From an optimization exercise on the open Yosys and OpenROAD flow, aimed at small area; shortcuts taken in it are not production practice. In this exercise RTL edits were held to simulation tests only and were not proved equivalent to the original. Power is estimated from default activity; no workload was simulated.

==> job 4206: inputs <==
==> flow/design.v <==
`default_nettype none
package spec_pkg;
    localparam int BIN_BITS  = 5;    
    localparam int ROW_BITS  = 3;    
    localparam int AMPL_BITS = 8;    
    typedef logic [AMPL_BITS-1:0] ampl_t;    
    typedef logic [BIN_BITS-1:0]  bin_t;     
    typedef logic [ROW_BITS-1:0]  row_t;     
    typedef struct packed {
        bin_t  bin;
        ampl_t ampl;
    } bin_sample_t;
    typedef struct packed {
        bin_t  addr;     
        ampl_t ampl;
        logic  close;    
        logic  decay;    
    } bin_req_t;
    typedef struct packed {
        bin_t  addr;
        ampl_t spec;      
        ampl_t peak;      
        logic  spec_en;
        logic  peak_en;
    } spec_wr_t;
    typedef struct packed {
        ampl_t spec;
        ampl_t peak;
        ampl_t wf;
    } disp_rd_t;
    typedef enum logic [1:0] {
        RMW_IDLE,
        RMW_FETCH,
        RMW_WRITE
    } rmw_state_t;
endpackage
`default_nettype wire
`timescale 1ns/1ps
`default_nettype none
module sm_or32_bit (
    input  wire logic [31:0] i_d,
    input  wire logic [31:0] i_sel,
    output logic      [3:0]  o_or
);
    for (genvar i = 0; i < 4; i++)
    begin : g_q
        assign o_or[i] = |(i_d[8*i +: 8] & i_sel[8*i +: 8]);
    end
endmodule
module sm_or16_bit (
    input  wire logic [15:0] i_d,
    input  wire logic [15:0] i_sel,
    output logic      [1:0]  o_or
);
    for (genvar i = 0; i < 2; i++)
    begin : g_q
        assign o_or[i] = |(i_d[8*i +: 8] & i_sel[8*i +: 8]);
    end
endmodule
module sm_dec32 (
    input  wire logic [4:0]  i_pos,
    output logic      [31:0] o_sel
);
    for (genvar k = 0; k < 32; k++)
    begin : g_k
        assign o_sel[k] = (i_pos == 5'(k));
    end
endmodule
module sm_insert (
    input  wire logic       i_ins,
    input  wire logic       i_keep,
    input  wire logic [7:0] i_new,
    input  wire logic [7:0] i_prev,
    output logic      [7:0] o_next
);
    assign o_next = ({8{i_ins}} & i_new) | ({8{i_keep}} & i_prev);
endmodule
`default_nettype wire
`timescale 1ns/1ps
`default_nettype none
module spec_monitor_top #(
    parameter int WF_LINE_DIV = 4,   
    parameter int DECAY_BITS  = 3    
) (
    input  wire logic                  logfn_lineSync,
    input  wire logic                  global_rst,
    input  wire logic                  i_bin_valid,
    input  wire spec_pkg::bin_sample_t i_bin,
    input  wire logic                  i_frame_sync,
    input  wire logic                  i_line_done,
    input  wire spec_pkg::bin_t        i_rd_addr,
    input  wire spec_pkg::row_t        i_rd_row,
    output spec_pkg::disp_rd_t         o_rd
);
    localparam int NB    = 2 ** spec_pkg::BIN_BITS;
    localparam int NR    = 2 ** spec_pkg::ROW_BITS;
    localparam int NI    = NB / 2;                       
    localparam int MSB   = spec_pkg::BIN_BITS - 1;
    localparam int DW    = spec_pkg::AMPL_BITS;
    localparam int DIV_W = (WF_LINE_DIV > 1) ? $clog2(WF_LINE_DIV) : 1;
    logic rst;
    assign rst = global_rst;
    logic                  sync_q;
    logic [DECAY_BITS-1:0] decay_ctr;
    logic [2:0]            stb;          
    logic                  rst_q;        
    spec_pkg::bin_t        ph;           
    spec_pkg::bin_req_t    req;          
    always_ff @(posedge logfn_lineSync)
    begin
        rst_q <= rst;
        if (rst)
        begin
            sync_q    <= 1'b0;
            decay_ctr <= '0;
            stb       <= '0;
            ph        <= '0;
        end
        else
        begin
            sync_q <= i_frame_sync;
            if (i_frame_sync & ~sync_q)
            begin
                decay_ctr <= decay_ctr - 1'b1;
            end
            stb <= {stb[1:0], i_bin_valid};
            ph  <= ph + 1'b1;
        end
    end
    always_ff @(posedge logfn_lineSync)
    begin
        if (i_bin_valid)
        begin
            req.addr  <= {~i_bin.bin[MSB], i_bin.bin[MSB-1:0]};
            req.ampl  <= i_bin.ampl;
            req.close <= i_frame_sync;
            req.decay <= (decay_ctr == '0);
        end
    end
    logic [DIV_W-1:0] line_div;
    spec_pkg::row_t   wr_line;
    spec_pkg::row_t   wr_line_nx;        
    assign wr_line_nx = (i_line_done && (line_div == DIV_W'(WF_LINE_DIV - 1))) ?
                        (wr_line + 1'b1) : wr_line;
    always_ff @(posedge logfn_lineSync)
    begin
        if (rst)
        begin
            line_div <= '0;
            wr_line  <= '0;
        end
        else if (i_line_done)
        begin
            if (line_div == DIV_W'(WF_LINE_DIV - 1))
            begin
                line_div <= '0;
                wr_line  <= wr_line + 1'b1;
            end
            else
            begin
                line_div <= line_div + 1'b1;
            end
        end
    end
    logic [DW-1:0] sp [NB];
    logic [DW-1:0] pk [NB];
    logic [DW-1:0] wf [NR][NB];
    spec_pkg::bin_t  cur_pos;            
    logic            cap;                
    logic [NI-1:0]   sel_e;
    logic [1:0][1:0][DW-1:0] old_or;
    spec_pkg::ampl_t old_spec;
    spec_pkg::ampl_t old_peak;
    spec_pkg::ampl_t new_spec;
    spec_pkg::ampl_t new_peak;
    assign cur_pos = req.addr + ph;
    assign cap     = (stb[1] | stb[2]) & ~cur_pos[0];
    for (genvar j = 0; j < NI; j++)
    begin : g_sel_e
        assign sel_e[j] = (cur_pos[MSB:1] == (MSB)'(j));
    end
    for (genvar b = 0; b < DW; b++)
    begin : g_old
        logic [NI-1:0] d_sp;
        logic [NI-1:0] d_pk;
        for (genvar j = 0; j < NI; j++)
        begin : g_j
            assign d_sp[j] = sp[2*j][b];
            assign d_pk[j] = pk[2*j][b];
        end
        sm_or16_bit u_sp (.i_d(d_sp), .i_sel(sel_e), .o_or({old_or[0][1][b], old_or[0][0][b]}));
        sm_or16_bit u_pk (.i_d(d_pk), .i_sel(sel_e), .o_or({old_or[1][1][b], old_or[1][0][b]}));
    end
    assign old_spec = old_or[0][0] | old_or[0][1];
    assign old_peak = old_or[1][0] | old_or[1][1];
    assign new_spec = req.close ? '0 : ((old_spec < req.ampl) ? req.ampl : old_spec);
    assign new_peak = (old_spec < old_peak) ? (old_peak - spec_pkg::ampl_t'(req.decay)) : old_spec;
    logic                 wr_q;          
    logic                 late_q;        
    logic                 close_q;
    spec_pkg::bin_t       addr_q;
    logic [MSB-1:0]       ins_q;         
    spec_pkg::row_t       row_q;
    spec_pkg::ampl_t      new_spec_q;
    spec_pkg::ampl_t      new_peak_q;
    spec_pkg::bin_t       ins_pos;
    assign ins_pos = cur_pos + spec_pkg::bin_t'(2);
    always_ff @(posedge logfn_lineSync)
    begin
        wr_q <= cap & ~rst;
        if (cap)
        begin
            late_q     <= stb[2];
            close_q    <= req.close;
            addr_q     <= req.addr;
            ins_q      <= ins_pos[MSB:1];
            row_q      <= stb[2] ? wr_line : wr_line_nx;
            new_spec_q <= new_spec;
            new_peak_q <= new_peak;
        end
    end
    logic [DW-1:0] new_spec_g;
    logic [DW-1:0] new_peak_g;
    logic [NI-1:0] ins_sp;
    logic [NI-1:0] ins_pk;
    logic [NI-1:0] ins_wf [NR];
    logic [NI-1:0] keep_sp;
    logic [NI-1:0] keep_pk;
    logic [NI-1:0] keep_wf [NR];
    logic          clr;                  
    assign clr        = rst | rst_q;
    assign new_spec_g = new_spec_q & {DW{~rst}};
    assign new_peak_g = new_peak_q & {DW{~rst}};
    for (genvar j = 0; j < NI; j++)
    begin : g_ins
        assign ins_sp[j]  = wr_q && (ins_q == (MSB)'(j));
        assign ins_pk[j]  = ins_sp[j] & close_q;
        assign keep_sp[j] = ~ins_sp[j] & ~clr;
        assign keep_pk[j] = ~ins_pk[j] & ~clr;
        for (genvar r = 0; r < NR; r++)
        begin : g_row
            assign ins_wf[r][j]  = ins_sp[j] && (row_q == spec_pkg::row_t'(r));
            assign keep_wf[r][j] = ~ins_wf[r][j] & ~clr;
        end
    end
    for (genvar k = 0; k < NB; k++)
    begin : g_stage
        if (k % 2 == 1)
        begin : g_pass
            always_ff @(posedge logfn_lineSync)
            begin
                sp[k] <= sp[k-1];
                pk[k] <= pk[k-1];
                for (int r = 0; r < NR; r++)
                begin
                    wf[r][k] <= wf[r][k-1];
                end
            end
        end
        else
        begin : g_insert
            localparam int KP = (k + NB - 1) % NB;
            logic [DW-1:0] nx_sp;
            logic [DW-1:0] nx_pk;
            logic [DW-1:0] nx_wf [NR];
            sm_insert u_sp (.i_ins(ins_sp[k/2]), .i_keep(keep_sp[k/2]), .i_new(new_spec_g),
                            .i_prev(sp[KP]), .o_next(nx_sp));
            sm_insert u_pk (.i_ins(ins_pk[k/2]), .i_keep(keep_pk[k/2]), .i_new(new_peak_g),
                            .i_prev(pk[KP]), .o_next(nx_pk));
            for (genvar r = 0; r < NR; r++)
            begin : g_row
                sm_insert u_wf (.i_ins(ins_wf[r][k/2]), .i_keep(keep_wf[r][k/2]), .i_new(new_spec_g),
                                .i_prev(wf[r][KP]), .o_next(nx_wf[r]));
            end
            always_ff @(posedge logfn_lineSync)
            begin
                sp[k] <= nx_sp;
                pk[k] <= nx_pk;
                for (int r = 0; r < NR; r++)
                begin
                    wf[r][k] <= nx_wf[r];
                end
            end
        end
    end
    spec_pkg::row_t rd_line;
    spec_pkg::bin_t rd_pos;
    logic [NR-1:0]  sel_r;
    logic           hit;
    logic           hit_wf;
    logic [3:0][DW-1:0] rd_sp_or;
    logic [3:0][DW-1:0] rd_pk_or;
    spec_pkg::ampl_t rd_sp;
    spec_pkg::ampl_t rd_pk;
    spec_pkg::ampl_t rd_wf;
    assign rd_line = wr_line - spec_pkg::row_t'(1) - i_rd_row;
    assign rd_pos  = i_rd_addr + ph;
    logic [NB-1:0] sel_sp;
    logic [NB-1:0] sel_wf [3];
    sm_dec32 u_dec_sp (.i_pos(rd_pos), .o_sel(sel_sp));
    for (genvar g = 0; g < 3; g++)
    begin : g_dec
        sm_dec32 u_dec (.i_pos(rd_pos), .o_sel(sel_wf[g]));
    end
    for (genvar r = 0; r < NR; r++)
    begin : g_sel_r
        assign sel_r[r] = (rd_line == spec_pkg::row_t'(r));
    end
    for (genvar b = 0; b < DW; b++)
    begin : g_rd
        logic [NB-1:0] d_sp;
        logic [NB-1:0] d_pk;
        logic [NB-1:0] q_wf;             
        logic [NB-1:0] s_wf;
        logic [3:0]    o_wf;
        for (genvar k = 0; k < NB; k++)
        begin : g_k
            assign d_sp[k] = sp[k][b];
            assign d_pk[k] = pk[k][b];
        end
        sm_or32_bit u_sp (.i_d(d_sp), .i_sel(sel_sp),
                          .o_or({rd_sp_or[3][b], rd_sp_or[2][b], rd_sp_or[1][b], rd_sp_or[0][b]}));
        sm_or32_bit u_pk (.i_d(d_pk), .i_sel(sel_sp),
                          .o_or({rd_pk_or[3][b], rd_pk_or[2][b], rd_pk_or[1][b], rd_pk_or[0][b]}));
        for (genvar r = 0; r < NR; r++)
        begin : g_r
            logic [NB-1:0] d_wf;
            for (genvar k = 0; k < NB; k++)
            begin : g_k
                assign d_wf[k] = wf[r][k][b];
            end
            sm_or32_bit u_wf (.i_d(d_wf), .i_sel(sel_wf[r / 3]), .o_or(q_wf[4*r +: 4]));
            assign s_wf[4*r +: 4] = {4{sel_r[r]}};
        end
        sm_or32_bit u_row (.i_d(q_wf), .i_sel(s_wf), .o_or(o_wf));
        assign rd_wf[b] = |o_wf;
    end
    assign rd_sp = rd_sp_or[0] | rd_sp_or[1] | rd_sp_or[2] | rd_sp_or[3];
    assign rd_pk = rd_pk_or[0] | rd_pk_or[1] | rd_pk_or[2] | rd_pk_or[3];
    assign hit    = wr_q && late_q && (i_rd_addr == addr_q);
    assign hit_wf = hit && (rd_line == row_q);
    always_ff @(posedge logfn_lineSync)
    begin
        o_rd.spec <= rst_q ? '0 : hit ? new_spec_q : rd_sp;
        o_rd.peak <= rst_q ? '0 : (hit && close_q) ? new_peak_q : rd_pk;
        o_rd.wf   <= rst_q ? '0 : hit_wf ? new_spec_q : rd_wf;
    end
endmodule
`default_nettype wire
==> flow/run.sh <==
#!/bin/bash
# synth_recipe.tcl (not shown) runs the flow's synth.tcl, then flattens the netlist and writes it again
# the make line also repeats each setting of config.mk as NAME=value (left out here)
make -C /OpenROAD-flow-scripts/flow DESIGN_CONFIG=/design/flow/config.mk WORK_HOME=/design/flow/orfs CLKGATE_MAP_FILE= SYNTH_SCRIPT=/design/flow/synth_recipe.tcl finish
==> flow/config.mk <==
export PLATFORM = sky130hd
export DESIGN_NAME = spec_monitor_top
export DESIGN_NICKNAME = spec_monitor_top
export VERILOG_FILES = /design/flow/design.v
export SDC_FILE = /design/flow/constraint.sdc
export NUM_CORES = 4
export LEC_CHECK = 0
export CAP_MARGIN = 20
export CORE_MARGIN = 2
export CORE_UTILIZATION = 45
export CTS_CLUSTER_DIAMETER = 100
export CTS_CLUSTER_SIZE = 30
export GPL_TIMING_DRIVEN = 0
export PLACE_DENSITY = 0.6
export SLEW_MARGIN = 20
export SYNTH_HIERARCHICAL = 1
export SYNTH_MINIMUM_KEEP_SIZE = 0
==> flow/constraint.sdc <==
create_clock -name core_clock -period 5.0 [get_ports {logfn_lineSync}]
set_input_delay 1.0000 -clock core_clock [delete_from_list [all_inputs] [get_ports {logfn_lineSync}]]
set_output_delay 1.0000 -clock core_clock [all_outputs]
set_load 0.01 [all_outputs]
==> job 6401: changes against job 4206 <==
--- a/flow/design.v
+++ b/flow/design.v
@@ -95,5 +95,5 @@
     localparam int NB    = 2 ** spec_pkg::BIN_BITS;
     localparam int NR    = 2 ** spec_pkg::ROW_BITS;
-    localparam int NI    = NB / 2;                       
+    localparam int NJ    = (NB + 1) / 3;                 
     localparam int MSB   = spec_pkg::BIN_BITS - 1;
     localparam int DW    = spec_pkg::AMPL_BITS;
@@ -103,11 +103,13 @@
     logic                  sync_q;
     logic [DECAY_BITS-1:0] decay_ctr;
-    logic [2:0]            stb;          
+    logic [1:0]            stb;          
     logic                  rst_q;        
+    logic                  rst_qq;       
     spec_pkg::bin_t        ph;           
     spec_pkg::bin_req_t    req;          
     always_ff @(posedge logfn_lineSync)
     begin
-        rst_q <= rst;
+        rst_q  <= rst;
+        rst_qq <= rst_q;
         if (rst)
         begin
@@ -124,5 +126,5 @@
                 decay_ctr <= decay_ctr - 1'b1;
             end
-            stb <= {stb[1:0], i_bin_valid};
+            stb <= {stb[0], i_bin_valid};
             ph  <= ph + 1'b1;
         end
@@ -168,52 +170,88 @@
     spec_pkg::bin_t  cur_pos;            
     logic            cap;                
-    logic [NI-1:0]   sel_e;
-    logic [1:0][1:0][DW-1:0] old_or;
+    logic [1:0][3:0][DW-1:0] old_or;
+    logic            byp;                
     spec_pkg::ampl_t old_spec;
     spec_pkg::ampl_t old_peak;
     spec_pkg::ampl_t new_spec;
     spec_pkg::ampl_t new_peak;
-    assign cur_pos = req.addr + ph;
-    assign cap     = (stb[1] | stb[2]) & ~cur_pos[0];
-    for (genvar j = 0; j < NI; j++)
-    begin : g_sel_e
-        assign sel_e[j] = (cur_pos[MSB:1] == (MSB)'(j));
+    logic [NB-1:0]   sel_e;
+    spec_pkg::bin_t  pos_q;
+    always_ff @(posedge logfn_lineSync)
+    begin
+        pos_q <= req.addr + ph + spec_pkg::bin_t'(1);
     end
+    assign cur_pos = pos_q;
+    assign cap     = stb[1];
+    sm_dec32 u_dec_e (.i_pos(cur_pos), .o_sel(sel_e));
     for (genvar b = 0; b < DW; b++)
     begin : g_old
-        logic [NI-1:0] d_sp;
-        logic [NI-1:0] d_pk;
-        for (genvar j = 0; j < NI; j++)
-        begin : g_j
-            assign d_sp[j] = sp[2*j][b];
-            assign d_pk[j] = pk[2*j][b];
+        logic [NB-1:0] d_sp;
+        logic [NB-1:0] d_pk;
+        for (genvar k = 0; k < NB; k++)
+        begin : g_k
+            assign d_sp[k] = sp[k][b];
+            assign d_pk[k] = pk[k][b];
         end
-        sm_or16_bit u_sp (.i_d(d_sp), .i_sel(sel_e), .o_or({old_or[0][1][b], old_or[0][0][b]}));
-        sm_or16_bit u_pk (.i_d(d_pk), .i_sel(sel_e), .o_or({old_or[1][1][b], old_or[1][0][b]}));
-    end
-    assign old_spec = old_or[0][0] | old_or[0][1];
-    assign old_peak = old_or[1][0] | old_or[1][1];
-    assign new_spec = req.close ? '0 : ((old_spec < req.ampl) ? req.ampl : old_spec);
-    assign new_peak = (old_spec < old_peak) ? (old_peak - spec_pkg::ampl_t'(req.decay)) : old_spec;
-    logic                 wr_q;          
-    logic                 late_q;        
+        sm_or32_bit u_sp (.i_d(d_sp), .i_sel(sel_e),
+                          .o_or({old_or[0][3][b], old_or[0][2][b], old_or[0][1][b], old_or[0][0][b]}));
+        sm_or32_bit u_pk (.i_d(d_pk), .i_sel(sel_e),
+                          .o_or({old_or[1][3][b], old_or[1][2][b], old_or[1][1][b], old_or[1][0][b]}));
+    end
+    logic                 wr_act;        
+    logic [1:0]           wr_cnt;        
+    logic                 wr_lg;         
     logic                 close_q;
     spec_pkg::bin_t       addr_q;
-    logic [MSB-1:0]       ins_q;         
+    logic [3:0]           ins_q;         
     spec_pkg::row_t       row_q;
     spec_pkg::ampl_t      new_spec_q;
     spec_pkg::ampl_t      new_peak_q;
-    spec_pkg::bin_t       ins_pos;
-    assign ins_pos = cur_pos + spec_pkg::bin_t'(2);
+    logic                 wr_q;          
+    logic [1:0]           dly;
+    assign wr_q = wr_act & (wr_cnt == 2'd0);
+    assign byp  = wr_q && (addr_q == req.addr);
+    assign old_spec = byp ? new_spec_q :
+                      (old_or[0][0] | old_or[0][1] | old_or[0][2] | old_or[0][3]);
+    assign old_peak = (byp && close_q) ? new_peak_q :
+                      (old_or[1][0] | old_or[1][1] | old_or[1][2] | old_or[1][3]);
+    assign new_spec = req.close ? '0 : ((old_spec < req.ampl) ? req.ampl : old_spec);
+    assign new_peak = (old_spec < old_peak) ? (old_peak - spec_pkg::ampl_t'(req.decay)) : old_spec;
+    logic [3:0] jx;
+    always_comb
+    begin
+        dly = 2'd0;
+        jx  = 4'd0;
+        for (int p = 0; p < NB; p++)
+        begin
+            if (cur_pos == spec_pkg::bin_t'(p))
+            begin
+                dly = 2'(((p + 2) % NB % 3 == 0) ? 0 : ((p + 3) % NB % 3 == 0) ? 1 : 2);
+                jx  = 4'((((p + 2) % NB) + int'(dly)) % NB / 3);
+            end
+        end
+    end
     always_ff @(posedge logfn_lineSync)
     begin
-        wr_q <= cap & ~rst;
+        if (rst)
+        begin
+            wr_act <= 1'b0;
+        end
+        else if (cap)
+        begin
+            wr_act <= 1'b1;
+        end
+        else if (wr_q)
+        begin
+            wr_act <= 1'b0;
+        end
+        wr_lg  <= ~cap & wr_act;
+        wr_cnt <= cap ? dly : (wr_cnt - 2'd1);
         if (cap)
         begin
-            late_q     <= stb[2];
             close_q    <= req.close;
             addr_q     <= req.addr;
-            ins_q      <= ins_pos[MSB:1];
-            row_q      <= stb[2] ? wr_line : wr_line_nx;
+            ins_q      <= jx;
+            row_q      <= wr_line_nx;
             new_spec_q <= new_spec;
             new_peak_q <= new_peak;
@@ -222,17 +260,17 @@
     logic [DW-1:0] new_spec_g;
     logic [DW-1:0] new_peak_g;
-    logic [NI-1:0] ins_sp;
-    logic [NI-1:0] ins_pk;
-    logic [NI-1:0] ins_wf [NR];
-    logic [NI-1:0] keep_sp;
-    logic [NI-1:0] keep_pk;
-    logic [NI-1:0] keep_wf [NR];
+    logic [NJ-1:0] ins_sp;
+    logic [NJ-1:0] ins_pk;
+    logic [NJ-1:0] ins_wf [NR];
+    logic [NJ-1:0] keep_sp;
+    logic [NJ-1:0] keep_pk;
+    logic [NJ-1:0] keep_wf [NR];
     logic          clr;                  
-    assign clr        = rst | rst_q;
+    assign clr        = rst | rst_q | rst_qq;
     assign new_spec_g = new_spec_q & {DW{~rst}};
     assign new_peak_g = new_peak_q & {DW{~rst}};
-    for (genvar j = 0; j < NI; j++)
+    for (genvar j = 0; j < NJ; j++)
     begin : g_ins
-        assign ins_sp[j]  = wr_q && (ins_q == (MSB)'(j));
+        assign ins_sp[j]  = wr_q && (ins_q == 4'(j));
         assign ins_pk[j]  = ins_sp[j] & close_q;
         assign keep_sp[j] = ~ins_sp[j] & ~clr;
@@ -246,13 +284,14 @@
     for (genvar k = 0; k < NB; k++)
     begin : g_stage
-        if (k % 2 == 1)
+        localparam int KP = (k + NB - 1) % NB;
+        if ((k % 3 != 0) || (k == NB - 1))
         begin : g_pass
             always_ff @(posedge logfn_lineSync)
             begin
-                sp[k] <= sp[k-1];
-                pk[k] <= pk[k-1];
+                sp[k] <= sp[KP];
+                pk[k] <= pk[KP];
                 for (int r = 0; r < NR; r++)
                 begin
-                    wf[r][k] <= wf[r][k-1];
+                    wf[r][k] <= wf[r][KP];
                 end
             end
@@ -260,15 +299,14 @@
         else
         begin : g_insert
-            localparam int KP = (k + NB - 1) % NB;
             logic [DW-1:0] nx_sp;
             logic [DW-1:0] nx_pk;
             logic [DW-1:0] nx_wf [NR];
-            sm_insert u_sp (.i_ins(ins_sp[k/2]), .i_keep(keep_sp[k/2]), .i_new(new_spec_g),
+            sm_insert u_sp (.i_ins(ins_sp[k/3]), .i_keep(keep_sp[k/3]), .i_new(new_spec_g),
                             .i_prev(sp[KP]), .o_next(nx_sp));
-            sm_insert u_pk (.i_ins(ins_pk[k/2]), .i_keep(keep_pk[k/2]), .i_new(new_peak_g),
+            sm_insert u_pk (.i_ins(ins_pk[k/3]), .i_keep(keep_pk[k/3]), .i_new(new_peak_g),
                             .i_prev(pk[KP]), .o_next(nx_pk));
             for (genvar r = 0; r < NR; r++)
             begin : g_row
-                sm_insert u_wf (.i_ins(ins_wf[r][k/2]), .i_keep(keep_wf[r][k/2]), .i_new(new_spec_g),
+                sm_insert u_wf (.i_ins(ins_wf[r][k/3]), .i_keep(keep_wf[r][k/3]), .i_new(new_spec_g),
                                 .i_prev(wf[r][KP]), .o_next(nx_wf[r]));
             end
@@ -338,11 +376,11 @@
     assign rd_sp = rd_sp_or[0] | rd_sp_or[1] | rd_sp_or[2] | rd_sp_or[3];
     assign rd_pk = rd_pk_or[0] | rd_pk_or[1] | rd_pk_or[2] | rd_pk_or[3];
-    assign hit    = wr_q && late_q && (i_rd_addr == addr_q);
+    assign hit    = wr_act && wr_lg && (i_rd_addr == addr_q);
     assign hit_wf = hit && (rd_line == row_q);
     always_ff @(posedge logfn_lineSync)
     begin
-        o_rd.spec <= rst_q ? '0 : hit ? new_spec_q : rd_sp;
-        o_rd.peak <= rst_q ? '0 : (hit && close_q) ? new_peak_q : rd_pk;
-        o_rd.wf   <= rst_q ? '0 : hit_wf ? new_spec_q : rd_wf;
+        o_rd.spec <= (rst_q | rst_qq) ? '0 : hit ? new_spec_q : rd_sp;
+        o_rd.peak <= (rst_q | rst_qq) ? '0 : (hit && close_q) ? new_peak_q : rd_pk;
+        o_rd.wf   <= (rst_q | rst_qq) ? '0 : hit_wf ? new_spec_q : rd_wf;
     end
 endmodule
--- a/flow/config.mk
+++ b/flow/config.mk
@@ -8,9 +8,10 @@
 export CAP_MARGIN = 20
 export CORE_MARGIN = 2
-export CORE_UTILIZATION = 45
+export CORE_UTILIZATION = 60
 export CTS_CLUSTER_DIAMETER = 100
 export CTS_CLUSTER_SIZE = 30
-export GPL_TIMING_DRIVEN = 0
-export PLACE_DENSITY = 0.6
+export GPL_ROUTABILITY_DRIVEN = 0
+export PLACE_DENSITY = 0.75
+export SETUP_SLACK_MARGIN = 0.1
 export SLEW_MARGIN = 20
 export SYNTH_HIERARCHICAL = 1
==> job 4703: changes against job 4206 <==
--- a/flow/design.v
+++ b/flow/design.v
@@ -58,13 +58,4 @@
     end
 endmodule
-module sm_dec32 (
-    input  wire logic [4:0]  i_pos,
-    output logic      [31:0] o_sel
-);
-    for (genvar k = 0; k < 32; k++)
-    begin : g_k
-        assign o_sel[k] = (i_pos == 5'(k));
-    end
-endmodule
 module sm_insert (
     input  wire logic       i_ins,
@@ -286,4 +277,5 @@
     spec_pkg::row_t rd_line;
     spec_pkg::bin_t rd_pos;
+    logic [NB-1:0]  sel_d;
     logic [NR-1:0]  sel_r;
     logic           hit;
@@ -291,4 +283,5 @@
     logic [3:0][DW-1:0] rd_sp_or;
     logic [3:0][DW-1:0] rd_pk_or;
+    logic [NR-1:0][DW-1:0] rd_wf_r;
     spec_pkg::ampl_t rd_sp;
     spec_pkg::ampl_t rd_pk;
@@ -296,10 +289,7 @@
     assign rd_line = wr_line - spec_pkg::row_t'(1) - i_rd_row;
     assign rd_pos  = i_rd_addr + ph;
-    logic [NB-1:0] sel_sp;
-    logic [NB-1:0] sel_wf [3];
-    sm_dec32 u_dec_sp (.i_pos(rd_pos), .o_sel(sel_sp));
-    for (genvar g = 0; g < 3; g++)
-    begin : g_dec
-        sm_dec32 u_dec (.i_pos(rd_pos), .o_sel(sel_wf[g]));
+    for (genvar k = 0; k < NB; k++)
+    begin : g_sel_d
+        assign sel_d[k] = (rd_pos == spec_pkg::bin_t'(k));
     end
     for (genvar r = 0; r < NR; r++)
@@ -311,7 +301,4 @@
         logic [NB-1:0] d_sp;
         logic [NB-1:0] d_pk;
-        logic [NB-1:0] q_wf;             
-        logic [NB-1:0] s_wf;
-        logic [3:0]    o_wf;
         for (genvar k = 0; k < NB; k++)
         begin : g_k
@@ -319,7 +306,7 @@
             assign d_pk[k] = pk[k][b];
         end
-        sm_or32_bit u_sp (.i_d(d_sp), .i_sel(sel_sp),
+        sm_or32_bit u_sp (.i_d(d_sp), .i_sel(sel_d),
                           .o_or({rd_sp_or[3][b], rd_sp_or[2][b], rd_sp_or[1][b], rd_sp_or[0][b]}));
-        sm_or32_bit u_pk (.i_d(d_pk), .i_sel(sel_sp),
+        sm_or32_bit u_pk (.i_d(d_pk), .i_sel(sel_d),
                           .o_or({rd_pk_or[3][b], rd_pk_or[2][b], rd_pk_or[1][b], rd_pk_or[0][b]}));
         for (genvar r = 0; r < NR; r++)
@@ -330,12 +317,13 @@
                 assign d_wf[k] = wf[r][k][b];
             end
-            sm_or32_bit u_wf (.i_d(d_wf), .i_sel(sel_wf[r / 3]), .o_or(q_wf[4*r +: 4]));
-            assign s_wf[4*r +: 4] = {4{sel_r[r]}};
+            logic [3:0] q;
+            sm_or32_bit u_wf (.i_d(d_wf), .i_sel(sel_d), .o_or(q));
+            assign rd_wf_r[r][b] = (|q) & sel_r[r];
         end
-        sm_or32_bit u_row (.i_d(q_wf), .i_sel(s_wf), .o_or(o_wf));
-        assign rd_wf[b] = |o_wf;
     end
     assign rd_sp = rd_sp_or[0] | rd_sp_or[1] | rd_sp_or[2] | rd_sp_or[3];
     assign rd_pk = rd_pk_or[0] | rd_pk_or[1] | rd_pk_or[2] | rd_pk_or[3];
+    assign rd_wf = rd_wf_r[0] | rd_wf_r[1] | rd_wf_r[2] | rd_wf_r[3] |
+                   rd_wf_r[4] | rd_wf_r[5] | rd_wf_r[6] | rd_wf_r[7];
     assign hit    = wr_q && late_q && (i_rd_addr == addr_q);
     assign hit_wf = hit && (rd_line == row_q);
--- a/flow/config.mk
+++ b/flow/config.mk
@@ -9,6 +9,5 @@
 export CORE_MARGIN = 2
 export CORE_UTILIZATION = 45
-export CTS_CLUSTER_DIAMETER = 100
-export CTS_CLUSTER_SIZE = 30
+export CTS_BUF_LIST = sky130_fd_sc_hd__clkbuf_4 sky130_fd_sc_hd__clkbuf_8
 export GPL_TIMING_DRIVEN = 0
 export PLACE_DENSITY = 0.6
==> run notes <==
| metric | job 6401 | job 4703 | job 4206 |
|---|---|---|---|
| Area used by sequential logic in the layout | 53600 µm² | 53500 µm² | 53500 µm² |
| Count of cell instances traversed by the critical path | 18 | 17 | 16 |
| Wire length of the first global-routing pass | 402000 µm | 471000 µm | 446000 µm |
| Result of the run | no timing/DRC/antenna violations | finished with violations | finished with violations |
| Layout check failures | - | negative setup slack | negative setup slack |
| Die boundary width | 377 µm | 438 µm | 441 µm |
| Power Density | 359 nW/µm² | 413 nW/µm² | 347 nW/µm² |
| LEAKAGE | 34.2 nW | 39.4 nW | 35.7 nW |
| Reported sequential group power | 21.3 mW | 21.2 mW | 21.2 mW |
| Post-synthesis adder-cell area fraction | 0.538% | 0.573% | 0.562% |
| Antenna violations before repair | 9 | 14 | 11 |
| Fin Setup TNS | 0 ns | -0.240 ns | -0.0272 ns |
| H-tree level count | 3 | 5 | 3 |
| Endpoint of the lowest-slack register-to-register path | new_peak_q[2] | o_rd[0] | new_spec_q[7] |

re-timing with driven ports:
How much do the figures lean on ideal ports? The routed layouts below were timed once more, with nothing changed but the port constraints. Step 1 sets driving cells, clkbuf_16 on the clock port and buf_2 on the other inputs (assumed; they add their load-dependent delay and slew). Step 2, shift: input delay + t, output delay - t, t = (earliest + latest rising clock arrival at the registers) / 2. This alone moves slack from input paths to output paths. Three values: ideal ports, drivers, drivers and shift; two values: the first two.
| run | t, ns | slack for setup (ns) | pins driven straight from the clock port |
|---|---|---|---|
| job 4206 | 0.873 | -0.027 / -0.027 / -0.807 | 1 |
| job 6401 | 0.849 | 0.139 / 0.141 / -0.658 | 1 |
| job 4703 | 1.141 | -0.090 / -0.060 / -1.201 | 1 |
With both steps, setup timing fails in job 6401, where it was met with ideal ports. The setup slack of job 4703, which loses most, moves by +0.030 ns with the drivers and by -1.111 ns with both steps.
